This is an optimization exercise on Yosys and OpenROAD, whose aim is small area, a short achievable clock period and few clock cycles per item, not a production implementation.
Only simulation tests tie the RTL to the original design; equivalence was not proved.

==> flow/design.v, too long to show whole: its modules and the start of the top module <==
// module ec_scalar_mul: 1115 lines
module ec_scalar_mul (
	input wire clk,
	input wire reset,
	input wire start,
	input wire [7:0] k,
	input wire [15:0] p_x,
	input wire [15:0] p_y,
	input wire p_inf,
	output reg busy,
	output reg done,
	output wire [15:0] r_x,
	output wire [15:0] r_y,
	output wire r_inf
);
  // ...
==> flow/run.sh <==
#!/bin/bash
# synth_recipe.tcl (not shown) runs the flow's synth.tcl, then flattens the netlist and writes it again
# the make line also repeats each setting of config.mk as NAME=value (left out here)
make -C /OpenROAD-flow-scripts/flow DESIGN_CONFIG=/design/flow/config.mk WORK_HOME=/design/flow/orfs CLKGATE_MAP_FILE= SYNTH_SCRIPT=/design/flow/synth_recipe.tcl finish
==> flow/config.mk <==
export PLATFORM = sky130hd
export DESIGN_NAME = ec_scalar_mul
export DESIGN_NICKNAME = ec_scalar_mul
export VERILOG_FILES = /design/flow/design.v
export SDC_FILE = /design/flow/constraint.sdc
export NUM_CORES = 4
export LEC_CHECK = 0
export CAP_MARGIN = 20
export CORE_MARGIN = 2
export CORE_UTILIZATION = 40
export SLEW_MARGIN = 20
==> flow/constraint.sdc <==
create_clock -name core_clock -period 7.0 [get_ports {clk}]
set_input_delay 1.4000 -clock core_clock [delete_from_list [all_inputs] [get_ports {clk}]]
set_output_delay 1.4000 -clock core_clock [all_outputs]
set_load 0.01 [all_outputs]
==> impl_metrics.toml, run 1 <==
[global_routing]
grt_use_total = 0.261

[clock_network]
holdBufCountCts = 0
cts-htree-levels = 2

[final_layout]
multiInputGateArea_sq_mm = 0.0204
num_antenna_cells = 0
fin_area_sq_mm = 0.0333

[synth]
synth_warnings = 1
synthCells = 3177
synth_area_sq_mm = 0.0294
synth_common_cells = "339 x inv_1, 333 x nor2_1, 268 x fa_1"
synth_area_leaders = "fa_1 18%, edfxtp_1 16%, dfxtp_1 5.6%"

[routing]
viasPerCell = 5.87

[setup_path]
path_cells = "buf_4 > buf_6 > mux4_2 > mux2i_1 > xnor2_1 > ha_1 > o211ai_1 > or2_2 > a221oi_1 > inv_1 > ha_1 > and4_1 > o2111ai_1 > nand3_1 > a221oi_2 > a22oi_1 > buf_4 > or4_1 > nand4_1 > mux2i_1 > o21ai_2 > o22ai_1"
criticalPathCategory = "reg2reg"
cp_slowest_cell = "a221oi_1"
critPathCaptureType = "flip-flop"
cp-endpoint = "Z[7]"

[outcome]
outcome = "finished clean"

[die]
die_area_sq_mm = 0.0757
core_sq_mm = 0.0728

[sta]
timing.fmax_mhz = 149
hold_viol_final = 0

[placed_design]
numPortBuffers = 78

[worst_hold_path]
holdPathEnd = "cur_bit"
Testbench counts, summed over its fixed seeds: cycles 25,395, items 192.
==> run 2, diff against run 1 <==
--- a/flow/design.v
+++ b/flow/design.v
@@ -108,32 +108,30 @@
 			7'd54: begin r_m_en = 1'b1; r_m_a = 3'd2; r_m_b = 3'd1; r_m_sh = 1'b0; r_m_d = 4'd4; end  
 			7'd55: begin r_m_en = 1'b1; r_m_a = 3'd4; r_m_b = 3'd1; r_m_sh = 1'b0; r_m_d = 4'd5; end  
 			7'd56: begin r_m_en = 1'b1; r_m_a = 3'd2; r_m_b = 3'd1; r_m_sh = 1'b0; r_m_d = 4'd4; end  
 			7'd57: begin r_m_en = 1'b1; r_m_a = 3'd4; r_m_b = 3'd1; r_m_sh = 1'b0; r_m_d = 4'd5; end  
 			7'd59: begin r_m_en = 1'b1; r_m_a = 3'd4; r_m_b = 3'd1; r_m_sh = 1'b0; r_m_d = 4'd4; end  
 			7'd61: begin r_m_en = 1'b1; r_m_a = 3'd0; r_m_b = 3'd1; r_m_sh = 1'b0; r_m_d = 4'd4; end  
 			7'd62: begin r_m_en = 1'b1; r_m_a = 3'd3; r_m_b = 3'd1; r_m_sh = 1'b0; r_m_d = 4'd2; end  
 			7'd63: begin r_m_en = 1'b1; r_m_a = 3'd1; r_m_b = 3'd1; r_m_sh = 1'b0; r_m_d = 4'd1; end  
-			7'd65: begin r_m_en = 1'b1; r_m_a = 3'd0; r_m_b = 3'd0; r_m_sh = 1'b0; r_m_d = 4'd4; r_a_en = 1'b1; r_a_a = 3'd3; r_a_b = 2'd1; r_a_sub = 1'b1; r_a_dbl = 1'b0; r_a_d = 4'd7; end  
-			7'd66: begin r_m_en = 1'b1; r_m_a = 3'd2; r_m_b = 3'd4; r_m_sh = 1'b0; r_m_d = 4'd7; r_a_en = 1'b1; r_a_a = 3'd4; r_a_b = 2'd2; r_a_sub = 1'b1; r_a_dbl = 1'b1; r_a_d = 4'd1; end  
-			7'd67: begin r_m_en = 1'b1; r_m_a = 3'd2; r_m_b = 3'd1; r_m_sh = 1'b1; r_m_d = 4'd5; r_a_en = 1'b1; r_a_a = 3'd0; r_a_b = 2'd0; r_a_sub = 1'b0; r_a_dbl = 1'b1; r_a_d = 4'd4; end  
-			7'd68: begin r_m_en = 1'b1; r_m_a = 3'd1; r_m_b = 3'd1; r_m_sh = 1'b0; r_m_d = 4'd4; r_a_en = 1'b1; r_a_a = 3'd3; r_a_b = 2'd3; r_a_sub = 1'b1; r_a_dbl = 1'b0; r_a_d = 4'd2; end  
-			7'd69: begin r_m_en = 1'b1; r_m_a = 3'd0; r_m_b = 3'd0; r_m_sh = 1'b0; r_m_d = 4'd4; r_a_en = 1'b1; r_a_a = 3'd3; r_a_b = 2'd1; r_a_sub = 1'b1; r_a_dbl = 1'b0; r_a_d = 4'd7; end  
-			7'd70: begin r_m_en = 1'b1; r_m_a = 3'd2; r_m_b = 3'd4; r_m_sh = 1'b0; r_m_d = 4'd7; r_a_en = 1'b1; r_a_a = 3'd4; r_a_b = 2'd2; r_a_sub = 1'b1; r_a_dbl = 1'b1; r_a_d = 4'd1; end  
-			7'd71: begin r_m_en = 1'b1; r_m_a = 3'd0; r_m_b = 3'd1; r_m_sh = 1'b0; r_m_d = 4'd4; end  
-			7'd72: begin r_m_en = 1'b1; r_m_a = 3'd5; r_m_b = 3'd1; r_m_sh = 1'b0; r_m_d = 4'd4; r_a_en = 1'b1; r_a_a = 3'd3; r_a_b = 2'd3; r_a_sub = 1'b1; r_a_dbl = 1'b0; r_a_d = 4'd2; end  
-			7'd73: begin r_m_en = 1'b1; r_m_a = 3'd0; r_m_b = 3'd0; r_m_sh = 1'b0; r_m_d = 4'd4; r_a_en = 1'b1; r_a_a = 3'd3; r_a_b = 2'd1; r_a_sub = 1'b1; r_a_dbl = 1'b0; r_a_d = 4'd7; end  
-			7'd74: begin r_m_en = 1'b1; r_m_a = 3'd2; r_m_b = 3'd4; r_m_sh = 1'b0; r_m_d = 4'd7; r_a_en = 1'b1; r_a_a = 3'd4; r_a_b = 2'd2; r_a_sub = 1'b1; r_a_dbl = 1'b1; r_a_d = 4'd1; end  
-			7'd75: begin r_m_en = 1'b1; r_m_a = 3'd2; r_m_b = 3'd1; r_m_sh = 1'b0; r_m_d = 4'd4; end  
-			7'd76: begin r_a_en = 1'b1; r_a_a = 3'd3; r_a_b = 2'd3; r_a_sub = 1'b1; r_a_dbl = 1'b0; r_a_d = 4'd2; end  
-			7'd77: begin r_m_en = 1'b1; r_m_a = 3'd0; r_m_b = 3'd0; r_m_sh = 1'b0; r_m_d = 4'd4; r_a_en = 1'b1; r_a_a = 3'd0; r_a_b = 2'd0; r_a_sub = 1'b0; r_a_dbl = 1'b1; r_a_d = 4'd4; end  
-			7'd78: begin r_m_en = 1'b1; r_m_a = 3'd1; r_m_b = 3'd1; r_m_sh = 1'b0; r_m_d = 4'd4; r_a_en = 1'b1; r_a_a = 3'd3; r_a_b = 2'd1; r_a_sub = 1'b1; r_a_dbl = 1'b0; r_a_d = 4'd2; end  
-			7'd79: begin r_m_en = 1'b1; r_m_a = 3'd0; r_m_b = 3'd0; r_m_sh = 1'b0; r_m_d = 4'd4; end  
-			7'd80: begin r_a_en = 1'b1; r_a_a = 3'd3; r_a_b = 2'd1; r_a_sub = 1'b1; r_a_dbl = 1'b0; r_a_d = 4'd2; end  
+			7'd65: begin r_m_en = 1'b1; r_m_a = 3'd0; r_m_b = 3'd0; r_m_sh = 1'b0; r_m_d = 4'd4; r_a_en = 1'b1; r_a_a = 3'd0; r_a_b = 2'd0; r_a_sub = 1'b0; r_a_dbl = 1'b1; r_a_d = 4'd4; end  
+			7'd66: begin r_m_en = 1'b1; r_m_a = 3'd1; r_m_b = 3'd1; r_m_sh = 1'b0; r_m_d = 4'd4; r_a_en = 1'b1; r_a_a = 3'd3; r_a_b = 2'd3; r_a_sub = 1'b1; r_a_dbl = 1'b0; r_a_d = 4'd2; end  
+			7'd67: begin r_m_en = 1'b1; r_m_a = 3'd0; r_m_b = 3'd0; r_m_sh = 1'b0; r_m_d = 4'd4; r_a_en = 1'b1; r_a_a = 3'd3; r_a_b = 2'd1; r_a_sub = 1'b1; r_a_dbl = 1'b0; r_a_d = 4'd7; end  
+			7'd68: begin r_m_en = 1'b1; r_m_a = 3'd2; r_m_b = 3'd4; r_m_sh = 1'b0; r_m_d = 4'd7; r_a_en = 1'b1; r_a_a = 3'd4; r_a_b = 2'd2; r_a_sub = 1'b1; r_a_dbl = 1'b1; r_a_d = 4'd1; end  
+			7'd69: begin r_m_en = 1'b1; r_m_a = 3'd0; r_m_b = 3'd1; r_m_sh = 1'b0; r_m_d = 4'd4; end  
+			7'd70: begin r_m_en = 1'b1; r_m_a = 3'd5; r_m_b = 3'd1; r_m_sh = 1'b0; r_m_d = 4'd4; r_a_en = 1'b1; r_a_a = 3'd3; r_a_b = 2'd3; r_a_sub = 1'b1; r_a_dbl = 1'b0; r_a_d = 4'd2; end  
+			7'd71: begin r_m_en = 1'b1; r_m_a = 3'd0; r_m_b = 3'd0; r_m_sh = 1'b0; r_m_d = 4'd4; r_a_en = 1'b1; r_a_a = 3'd3; r_a_b = 2'd1; r_a_sub = 1'b1; r_a_dbl = 1'b0; r_a_d = 4'd7; end  
+			7'd72: begin r_m_en = 1'b1; r_m_a = 3'd2; r_m_b = 3'd4; r_m_sh = 1'b0; r_m_d = 4'd7; r_a_en = 1'b1; r_a_a = 3'd4; r_a_b = 2'd2; r_a_sub = 1'b1; r_a_dbl = 1'b1; r_a_d = 4'd1; end  
+			7'd73: begin r_m_en = 1'b1; r_m_a = 3'd2; r_m_b = 3'd1; r_m_sh = 1'b0; r_m_d = 4'd4; end  
+			7'd74: begin r_a_en = 1'b1; r_a_a = 3'd3; r_a_b = 2'd3; r_a_sub = 1'b1; r_a_dbl = 1'b0; r_a_d = 4'd2; end  
+			7'd75: begin r_m_en = 1'b1; r_m_a = 3'd0; r_m_b = 3'd0; r_m_sh = 1'b0; r_m_d = 4'd4; r_a_en = 1'b1; r_a_a = 3'd0; r_a_b = 2'd0; r_a_sub = 1'b0; r_a_dbl = 1'b1; r_a_d = 4'd4; end  
+			7'd76: begin r_m_en = 1'b1; r_m_a = 3'd1; r_m_b = 3'd1; r_m_sh = 1'b0; r_m_d = 4'd4; r_a_en = 1'b1; r_a_a = 3'd3; r_a_b = 2'd1; r_a_sub = 1'b1; r_a_dbl = 1'b0; r_a_d = 4'd2; end  
+			7'd77: begin r_m_en = 1'b1; r_m_a = 3'd0; r_m_b = 3'd0; r_m_sh = 1'b0; r_m_d = 4'd4; end  
+			7'd78: begin r_a_en = 1'b1; r_a_a = 3'd3; r_a_b = 2'd1; r_a_sub = 1'b1; r_a_dbl = 1'b0; r_a_d = 4'd2; end  
 			default: ;
 		endcase
 	end
 	always @(posedge clk or posedge reset) begin
 		if (reset) begin
 			c_m_en <= 1'd0;
 			c_m_a <= 3'd0;
 			c_m_b <= 3'd0;
@@ -1045,26 +1043,26 @@
 			end
 			ST_LOADP: begin
 				nst = ST_RUN;
 				if (ldk == LP_DBL) nupc = 7'd0;
 				else if (more) begin nupc = 7'd0; consume = 1'b1; end
 				else nupc = 7'd28;
 			end
 			default: begin
-				if (upc == 7'd7 && succ_d == 2'd0) begin nupc = 7'd65; consume = 1'b1; end
-				else if (upc == 7'd7 && succ_d == 2'd1) begin nupc = 7'd69; end
-				else if (upc == 7'd7 && succ_d == 2'd2) begin nupc = 7'd73; end
-				else if (upc == 7'd25 && succ_a == 2'd0) begin nupc = 7'd77; consume = 1'b1; end
-				else if (upc == 7'd25 && succ_a == 2'd2) begin nupc = 7'd79; end
-				else if (upc == 7'd68) nupc = 7'd3;
-				else if (upc == 7'd72) nupc = 7'd16;
-				else if (upc == 7'd76) nupc = 7'd32;
-				else if (upc == 7'd78) nupc = 7'd2;
-				else if (upc == 7'd80) nupc = 7'd30;
+				if (upc == 7'd9 && succ_d == 2'd0) begin nupc = 7'd65; consume = 1'b1; end
+				else if (upc == 7'd7 && succ_d == 2'd1) begin nupc = 7'd67; end
+				else if (upc == 7'd7 && succ_d == 2'd2) begin nupc = 7'd71; end
+				else if (upc == 7'd25 && succ_a == 2'd0) begin nupc = 7'd75; consume = 1'b1; end
+				else if (upc == 7'd25 && succ_a == 2'd2) begin nupc = 7'd77; end
+				else if (upc == 7'd66) nupc = 7'd2;
+				else if (upc == 7'd70) nupc = 7'd16;
+				else if (upc == 7'd74) nupc = 7'd32;
+				else if (upc == 7'd76) nupc = 7'd2;
+				else if (upc == 7'd78) nupc = 7'd30;
 				else if (upc == 7'd19 && (zz || hz)) begin
 					exc = 1'b1;
 					nst = ST_LOADP;
 					exc_k = zz ? LP_NEXT : (rz ? LP_DBL : LP_INF);
 				end
 				else if (upc == 7'd64) begin
 					fin_done = 1'b1;
 					nst = ST_IDLE;
==> impl_metrics.toml, run 2 <==
[routing]
via_count = 24400
drt_iter0_markers = 2837
finalWirelength_microns = 98800
wl_met3_microns = 9050
first_pass_iters = 6
viasPerCell = 5.81
drt-wirelength-per-cell_microns = 23.5
ant_nets = 0
dr_wl_met2_microns = 42500
drt-met1-wl_microns = 44000
top_layer_used = "met5"
drc = 0

[synth]
synth_common_cells = "331 x inv_1, 318 x nor2_1, 268 x fa_1"
yosysUniqueCellTypes = 102
synth_area_sq_mm = 0.0286
ys.flop_type = "edfxtp_1"
ys_seq_area_frac = 0.251
synth_area_leader_cell = "fa_1"
yosys.area_share.adder = 0.238
netlist.area_leader.share = 0.187
synth_edf_count = 159
synth_top_family_by_area = "adder cells"
synth_area_leaders = "fa_1 19%, edfxtp_1 17%, dfxtp_1 5.7%"
synth_simple_gate_area_frac = 0.147
synth_xor_area_frac = 0.0394
synthesis.nets = 3554
synth_mux_area_frac = 0.101
synth_seq_cells = 272
synth_warnings = 1
synth.most_common_cell = "inv_1"
async_reset_ff_frac = 0.114
synth_compound_area_frac = 0.156
avgSynthCellArea_sq_um = 9.16
synthCells = 3126

[final_layout]
regArea_sq_mm = 0.00720
fin_area_sq_mm = 0.0323
final_cell_mix = "330 x inv_1, 317 x nor2_1, 268 x fa_1"
final_cells = 4207
layout_commonest_cell = "inv_1"
regMostFlops = "m2f"
largest_reg_flops = 73
drive_gt1_frac = 0.130
multiInputGateArea_sq_mm = 0.0196
n_fill_cell = 6889
nets = 3660
syn2layout_area_growth_pct = 12.8
utilization = 0.454

[clock_network]
cts_buffer_depth = 3
clockRootBuffer = "clkbuf_16"
holdBufCountCts = 0
post_cts_buffers = 0
cts_sinks = 272
worstSkewPairLatency_ns = 0.59
cts_tree = "built"
cts_made_buffers = 31
clk_pin_slew_ns = 0.06
cts-htree-levels = 1

[die]
start_util = 0.402
io_pins = 79
die_w_microns = 272
fp-row-count = 98
dieHeight_microns = 272
die_area_sq_mm = 0.0738
core_sq_mm = 0.0712

[setup_path]
criticalPathCategory = "reg2reg"
r2r_end = "m2f[24]"
r2r_slack_ns = 0.27
cp-start-kind = "flip-flop"
worst-r2r-cell-count = 19
cp.depth = 19
critPathCaptureType = "flip-flop"
cp.buffers_inverters = 6
crit_fanout = 16
crit_top_cell = "fa_1"
cp_slowest_cell = "fa_1"
worstPathRequired_ns = 7.48
path_cells = "buf_4 > mux2_2 > a221oi_1 > nor2_1 > o221ai_1 > buf_12 > or2_2 > fa_1 > fa_1 > inv_1 > fa_1 > inv_1 > fa_1 > inv_1 > fa_1 > fa_1 > mux2i_1 > fa_1 > inv_1"
cp_slowest_stage_delay_ns = 0.68
path_delay_family = "adder cells"
rr_startpoint = "c_m_b[0]"
arrival_ns = 7.21

[sta]
tightest_slew_ns = 1.20
timing.fmax_mhz = 149
slew_headroom = 0.190
setup_viol_count_final = 0
period_share = 0.961
finClkSkew_ns = 0.0126
slew_viol_final = 0
rsz0062_at_grt = "false"
post-route-min-period_ns = 6.73
hold_viol_final = 0
setup_tns_ns = 0
holdWs_ns = 0.439

[worst_hold_path]
hold_depth = 0
hold_path_class = "reg2reg"
hp-start = "c_f_h"
holdPathEnd = "hz"

[placed_design]
dp_hpwl_microns = 77300
dp_cells = 4149
place_congestion = 0.981
numPortBuffers = 78
dpl_cell_area_sq_mm = 0.0313

[outcome]
outcome = "finished clean"

[run]
maxCapViolCount = 0

[global_routing]
grt_use_total = 0.266
grt_max_degree = 63
grt_pass1_vias = 23900
overflow = 0
antenna_found_initial = 1
grt_first_pass_wirelength_microns = 151000
-- run 2: changes by cell type after synthesis, sizes merged, moves of 10 or more --
cell	delta
a211oi	-20
a21oi	+11
mux2	-11
mux2i	-25
nand2	+49
nor2	-14
o211ai	-28
o21a	+11
o21ai	+41
o221ai	+10
o22ai	-13
or2	-15
xor2	+23
-- run 2: kinds of logic (layout without fill, tap and decap cells) --
kind of cell / count (synthesis) / after routing
other: 0 / 1
muxes: 228 / 228
DFF: 272 / 272
and+or+nand+nor: 905 / 905
xor gates and xnor gates: 125 / 125
adders and majority gates: 384 / 384
buffers and inverters: 506 / 636
AOI/OAI and AO/OA: 706 / 706
-- run 2: final cells by class --
type / instances / share of cell area
diodes: 1 / 0.0000774
clock buffers: 46 / 0.0290
clock inverters: 11 / 0.00201
inverters: 334 / 0.0388
multi-input cells: 2348 / 0.606
flip-flops and latches: 272 / 0.223
well taps: 950 / 0.0368
repair buffers: 245 / 0.0641
-- run 2: worst max-delay path by stage --
stage,slack [ns],to,start
final,0.27,m2f[24],c_m_b[0]
after global routing,0.008,Z[9],m2f[16]
after CTS,0.23,Y[11],T2[0]
after detailed placement,0.28,Y[11],c_a_b[0]
after global placement,0.33,Y[11],T2[0]
after floorplan,0.01,X[5],c_a_sub
-- run 2: repair_timing --
item / 4_1_cts / 5_1_grt
setup endpoints to repair: 0 / 47
resized for setup: 0 / 8
hold endpoints to repair: 0 / 0
-- run 2: per-layer routing --
metal / track usage / vias up
li1: - / 11000
met1: 0.391 / 12000
met2: 0.397 / 1241
met3: 0.0484 / 195
met4: 0.0789 / 2
met5: 0 / -
-- run 2: stage by stage --
stage	setup slack (ns)
2_1_floorplan	0.00997
3_3_place_gp	0.334
3_5_place_dp	0.281
4_1_cts	0.235
5_1_grt	0.00829
6_report	0.273
Testbench counts of run 2, summed over its fixed seeds: cycles 25,864, items 192.
==> run 3, diff against run 2 <==
--- a/flow/config.mk
+++ b/flow/config.mk
@@ -6,4 +6,5 @@
 export NUM_CORES = 4
 export LEC_CHECK = 0
+export ABC_AREA = 1
 export CAP_MARGIN = 20
 export CORE_MARGIN = 2
==> impl_metrics.toml, run 3 <==
[routing]
viasPerCell = 5.46
drt-wirelength-per-cell_microns = 21.6
via_count = 28400
ant_nets = 0
drt_iter0_markers = 3033
finalWirelength_microns = 112000
drc = 0
first_pass_iters = 6

[global_routing]
grt_max_degree = 78
grt_pass1_vias = 27300
antenna_found_initial = 3
grt_use_total = 0.288
overflow = 0
grt_first_pass_wirelength_microns = 168000

[sta]
tightest_slew_ns = 1.18
setup_tns_ns = 0
finClkSkew_ns = 0.0120
period_share = 0.939
slew_headroom = 0.211
slew_viol_final = 0
layout_setup_ws_ns = 0.429
setup_viol_count_final = 0
timing.fmax_mhz = 152
hold_viol_final = 0
post-route-min-period_ns = 6.57
rsz0062_at_grt = "false"

[setup_path]
crit_fanout = 9
r2r_slack_ns = 0.43
cp-endpoint = "m2f[28]"
critPathCaptureType = "flip-flop"
worstPathRequired_ns = 7.48
cp-startpoint = "c_m_b[0]"
worst-r2r-cell-count = 21
arrival_ns = 7.06
criticalPathCategory = "reg2reg"
r2r_end = "m2f[28]"
rr_startpoint = "c_m_b[0]"
cp-start-kind = "flip-flop"

[synth]
synthesis.nets = 4552
synth_seq_cells = 272
synth_area_leaders = "fa_1 18%, edfxtp_1 16%, nand2_1 16%"
synthCells = 4124
synth_warnings = 1
avgSynthCellArea_sq_um = 7.21
synth_edf_count = 159
synth_common_cells = "1233 x nand2_1, 655 x inv_1, 376 x nor2_1"
synth_compound_area_frac = 0.102
async_reset_ff_frac = 0.114
synth_simple_gate_area_frac = 0.292
yosys.area_share.adder = 0.229
synth_xor_area_frac = 0.0274
synth_mux_area_frac = 0.00404
synth_area_sq_mm = 0.0297
synth.most_common_cell = "nand2_1"
synth_area_leader_cell = "fa_1"
ys_seq_area_frac = 0.242
ys.flop_type = "edfxtp_1"
synth_top_family_by_area = "simple AND/OR/NAND/NOR gates"
yosysUniqueCellTypes = 63
netlist.area_leader.share = 0.180

[die]
io_pins = 79
dieHeight_microns = 277
start_util = 0.405
core_sq_mm = 0.0733
fp-row-count = 99
die_area_sq_mm = 0.0765
die_w_microns = 277

[placed_design]
dp_hpwl_microns = 91600
numPortBuffers = 78
place_ws_ns = 0.478
place_congestion = 0.997

[final_layout]
num_antenna_cells = 0
final_cell_mix = "1232 x nand2_1, 655 x inv_1, 373 x nor2_1"
nets = 4644
regMostFlops = "m2f"
largest_reg_flops = 73
drive_gt1_frac = 0.0672
layout_commonest_cell = "nand2_1"
syn2layout_area_growth_pct = 10.9

[run]
maxCapViolCount = 0

[clock_network]
cts_buffer_depth = 3
cts_tree = "built"
post_cts_buffers = 0
clockRootBuffer = "clkbuf_16"
cts-htree-levels = 1
worstSkewPairLatency_ns = 0.59
cts_sinks = 272
clk_pin_slew_ns = 0.06
cts_made_buffers = 30

[worst_hold_path]
hold_path_class = "reg2reg"
hold_depth = 0

[outcome]
outcome = "finished clean"
[run 3: per-layer routing]
layer	vias up	global-route usage	part of all wire
met5	-	0	0.00029
met4	6	0.0921	0.040
met3	256	0.0569	0.095
met2	1371	0.451	0.44
met1	13500	0.402	0.43
li1	13200	-	-
[run 3: worst min-delay path by stage]
stage | endpoint | from
floorplan | cur_bit | kreg[6]
global placement | cur_bit | kreg[6]
detailed placement | cur_bit | kreg[6]
CTS | cur_bit | kreg[6]
global route | cur_bit | kreg[6]
finish | cur_bit | kreg[6]
[run 3: worst max-delay path, cell delays in order (launching register included)]
cell      delay, ns
dfrtp_1        0.43
nor2_1         0.18
inv_1          0.12
nor2_1         0.15
clkinv_1       0.27
o22ai_1        0.25
a21oi_1        0.06
o211ai_1       0.09
o21a_1         0.47
nand2_1        0.15
fa_1           0.52
fa_1           0.55
fa_1           0.53
fa_1           0.54
inv_1          0.05
fa_1           0.52
fa_1           0.62
inv_1          0.08
nand2_1        0.06
o21ai_0        0.19
fa_1           0.59
inv_1          0.04
[run 3: layout make-up]
cell class	count	area [sq um]
clock inverter	17	146
sequential	272	7200
multi-input combinational	3053	19500
tap	959	1200
inverter	680	2550
timing repair buffer	179	1540
fill	7588	40400
clock buffer	39	856
[run 3: cells by family after synthesis]
kind of cell	count (synthesis)
mux	12
fa+ha+maj	384
buf+inv	799
simple gates	2053
flops	272
compound gates	514
xor+xnor	90
[run 3: per-stage QoR]
step	cells	util	cell area, sq um	hold slack, ns
finish	5199	0.450	33000	0.422
global route	5199	0.450	33000	0.426
CTS	5199	0.450	33000	0.425
detailed placement	5143	0.436	32000	0.411
global placement	5143	0.436	32000	0.410
floorplan	4124	-	29700	0.400
[run 3: what timing repair did]
| item | CTS | global route |
|---|---|---|
| gates resized for setup | 0 | 5 |
| hold buffers | 0 | 0 |
| endpoints found under the setup margin | 0 | 87 |
==> run 4, diff against run 3 <==
--- a/flow/config.mk
+++ b/flow/config.mk
@@ -6,7 +6,6 @@
 export NUM_CORES = 4
 export LEC_CHECK = 0
-export ABC_AREA = 1
 export CAP_MARGIN = 20
 export CORE_MARGIN = 2
-export CORE_UTILIZATION = 40
+export CORE_UTILIZATION = 60
 export SLEW_MARGIN = 20
==> impl_metrics.toml, run 4 <==
[outcome]
outcome = "finished clean"

[sta]
layout_setup_ws_ns = 0.112
period_share = 0.984
slew_headroom = 0.182
setup_viol_count_final = 0
tightest_slew_ns = 1.22
holdWs_ns = 0.432
setup_tns_ns = 0
hold_viol_final = 0
post-route-min-period_ns = 6.89
timing.fmax_mhz = 145
slew_viol_final = 0
finClkSkew_ns = 0.0351

[synth]
synthCells = 3126
synth_edf_count = 159
synth_area_sq_mm = 0.0286
ys_seq_area_frac = 0.251
netlist.area_leader.share = 0.187
synth_area_leaders = "fa_1 19%, edfxtp_1 17%, dfxtp_1 5.7%"
synth_seq_cells = 272
async_reset_ff_frac = 0.114
synth_common_cells = "331 x inv_1, 318 x nor2_1, 268 x fa_1"
synth_warnings = 1
synth.most_common_cell = "inv_1"
ys.flop_type = "edfxtp_1"
yosysUniqueCellTypes = 102
avgSynthCellArea_sq_um = 9.16
synth_area_leader_cell = "fa_1"
synthesis.nets = 3554

[routing]
ant_nets = 0
drt-wirelength-per-cell_microns = 26.3
first_pass_iters = 8
drt_iter0_markers = 3558
finalWirelength_microns = 101000
viasPerCell = 6.69
drc = 0
via_count = 25700

[clock_network]
worstSkewPairLatency_ns = 0.60
cts_buffer_depth = 3
holdBufCountCts = 0
cts_made_buffers = 29
cts_tree = "built"
cts-htree-levels = 1
cts_sinks = 272
clk_pin_slew_ns = 0.06
clockRootBuffer = "clkbuf_16"

[die]
die_area_sq_mm = 0.0495
start_util = 0.604
io_pins = 79
dieHeight_microns = 222
core_sq_mm = 0.0474
fp-row-count = 80
die_w_microns = 222

[final_layout]
final_cell_mix = "331 x inv_1, 315 x nor2_1, 268 x fa_1"
fin_area_sq_mm = 0.0318
syn2layout_area_growth_pct = 11.0
utilization = 0.670
drive_gt1_frac = 0.125
layout_commonest_cell = "inv_1"
largest_reg_flops = 73
final_cells = 3844
nets = 3633
regMostFlops = "m2f"

[placed_design]
dpl_cell_area_sq_mm = 0.0306
numPortBuffers = 78
place_congestion = 1.05
place_ws_ns = -0.0828
dp_cells = 3779
dp_hpwl_microns = 77800

[global_routing]
antenna_found_initial = 3
grt_pass1_vias = 25500
grt_first_pass_wirelength_microns = 154000
grt_use_total = 0.408
grt_max_degree = 63
overflow = 0

[setup_path]
worstPathRequired_ns = 7.52
worst-r2r-cell-count = 19
cp-start-kind = "flip-flop"
critPathCaptureType = "flip-flop"
arrival_ns = 7.41
criticalPathCategory = "reg2reg"
crit_fanout = 11

[worst_hold_path]
hold_depth = 0
hold_path_class = "reg2reg"

[run]
maxCapViolCount = 0
==> run 4: cell types whose count changed after synthesis, moves of 39 or more <==
cell and delta:
a21oi_1 +80, clkbuf_1 +67, inv_1 -324, mux2_2 +59
mux2i_1 +113, mux4_2 +43, nand2_1 -987, nand2_2 -43
nand2b_1 +62, nand3_1 -205, nor2_1 -58, or2_2 +39
xnor2_1 +73, xor2_1 -39
==> run 4: routing by layer <==
metal  track usage  part of all wire
met4         0.133             0.039
met2         0.590              0.42
met5             0                 0
met1         0.587              0.39
met3         0.124              0.15
==> run 4: timing repair <==
item                       CTS  global route
pin swaps                    0             5
setup endpoints to repair    3           103
setup buffers                0            10
resized for setup            1            22
==> run 4: final cells by class <==
cell class,instances,area (sq um)
Inverter,334,1250
Fill cell,3872,15700
Timing Repair Buffer,220,1910
Sequential cell,272,7200
Clock buffer,35,802
Tap cell,615,769
Multi-Input combinational cell,2348,19700
Clock inverter,18,155
Antenna cell,2,5.00
==> run 4: cell families after synthesis <==
family | Yosys count | share of synthesized area
adders and majority gates | 384 | 0.238
and+or+nand+nor | 905 | 0.147
AOI/OAI and AO/OA | 706 | 0.156
buffers and inverters | 506 | 0.0670
DFF | 272 | 0.251
muxes | 228 | 0.101
xor gates and xnor gates | 125 | 0.0394
==> run 4: path summary, 6_finish.rpt <==
kind | startpoint | slack, ns | to
hold / removal | kreg[6] | 0.43 | cur_bit
setup / recovery | c_m_b[1] | 0.11 | m2f[24]
hold reg to reg | kreg[6] | 0.43 | cur_bit
max in group asynchronous | reset | 5.49 | c_m_a[0]
min in group asynchronous | reset | 1.18 | c_m_b[1]
setup reg to reg | c_m_b[1] | 0.11 | m2f[24]
==> run 4: critical path, stage by stage, from the launching register on <==
cell,delay [ns]
dfrtp_1,0.68
nor2_1,0.27
buf_4,0.24
a221oi_1,0.35
nor2_1,0.11
o221ai_2,0.35
inv_1,0.25
nand2_1,0.16
fa_1,0.48
fa_1,0.56
inv_1,0.06
fa_1,0.57
inv_1,0.09
fa_1,0.57
inv_1,0.07
fa_1,0.51
fa_1,0.54
mux2i_1,0.41
fa_1,0.48
inv_1,0.06

## static timing again, ports no longer ideal
The results above use ideal ports. As a check the final layouts listed here were re-extracted and re-timed, cells and wires unchanged.
Step 1: set_driving_cell puts a clkbuf_16 on clk and a buf_2 on each other input, an assumption about the parent block.
Step 2 moves the port delays by t, midway between the first and last clock arrival at a register: inputs arrive t later, outputs are due t later. That takes back most of the time a late clock gives input paths.
Three values: no drivers, after step 1, after step 2; two values: the first two.
run	t, ns	slack for setup (ns)	hold WS [ns]
run 1	0.618	0.303 / 0.303 / 0.303	0.427 / 0.427 / 0.427
run 2	0.639	0.273 / 0.273 / 0.273	0.439 / 0.439 / 0.439
run 3	0.641	0.429 / 0.429 / 0.429	0.422 / 0.422 / 0.422
run 4	0.643	0.112 / 0.112 / 0.112	0.432 / 0.432 / 0.432
After both steps setup and hold are still met in every run listed.
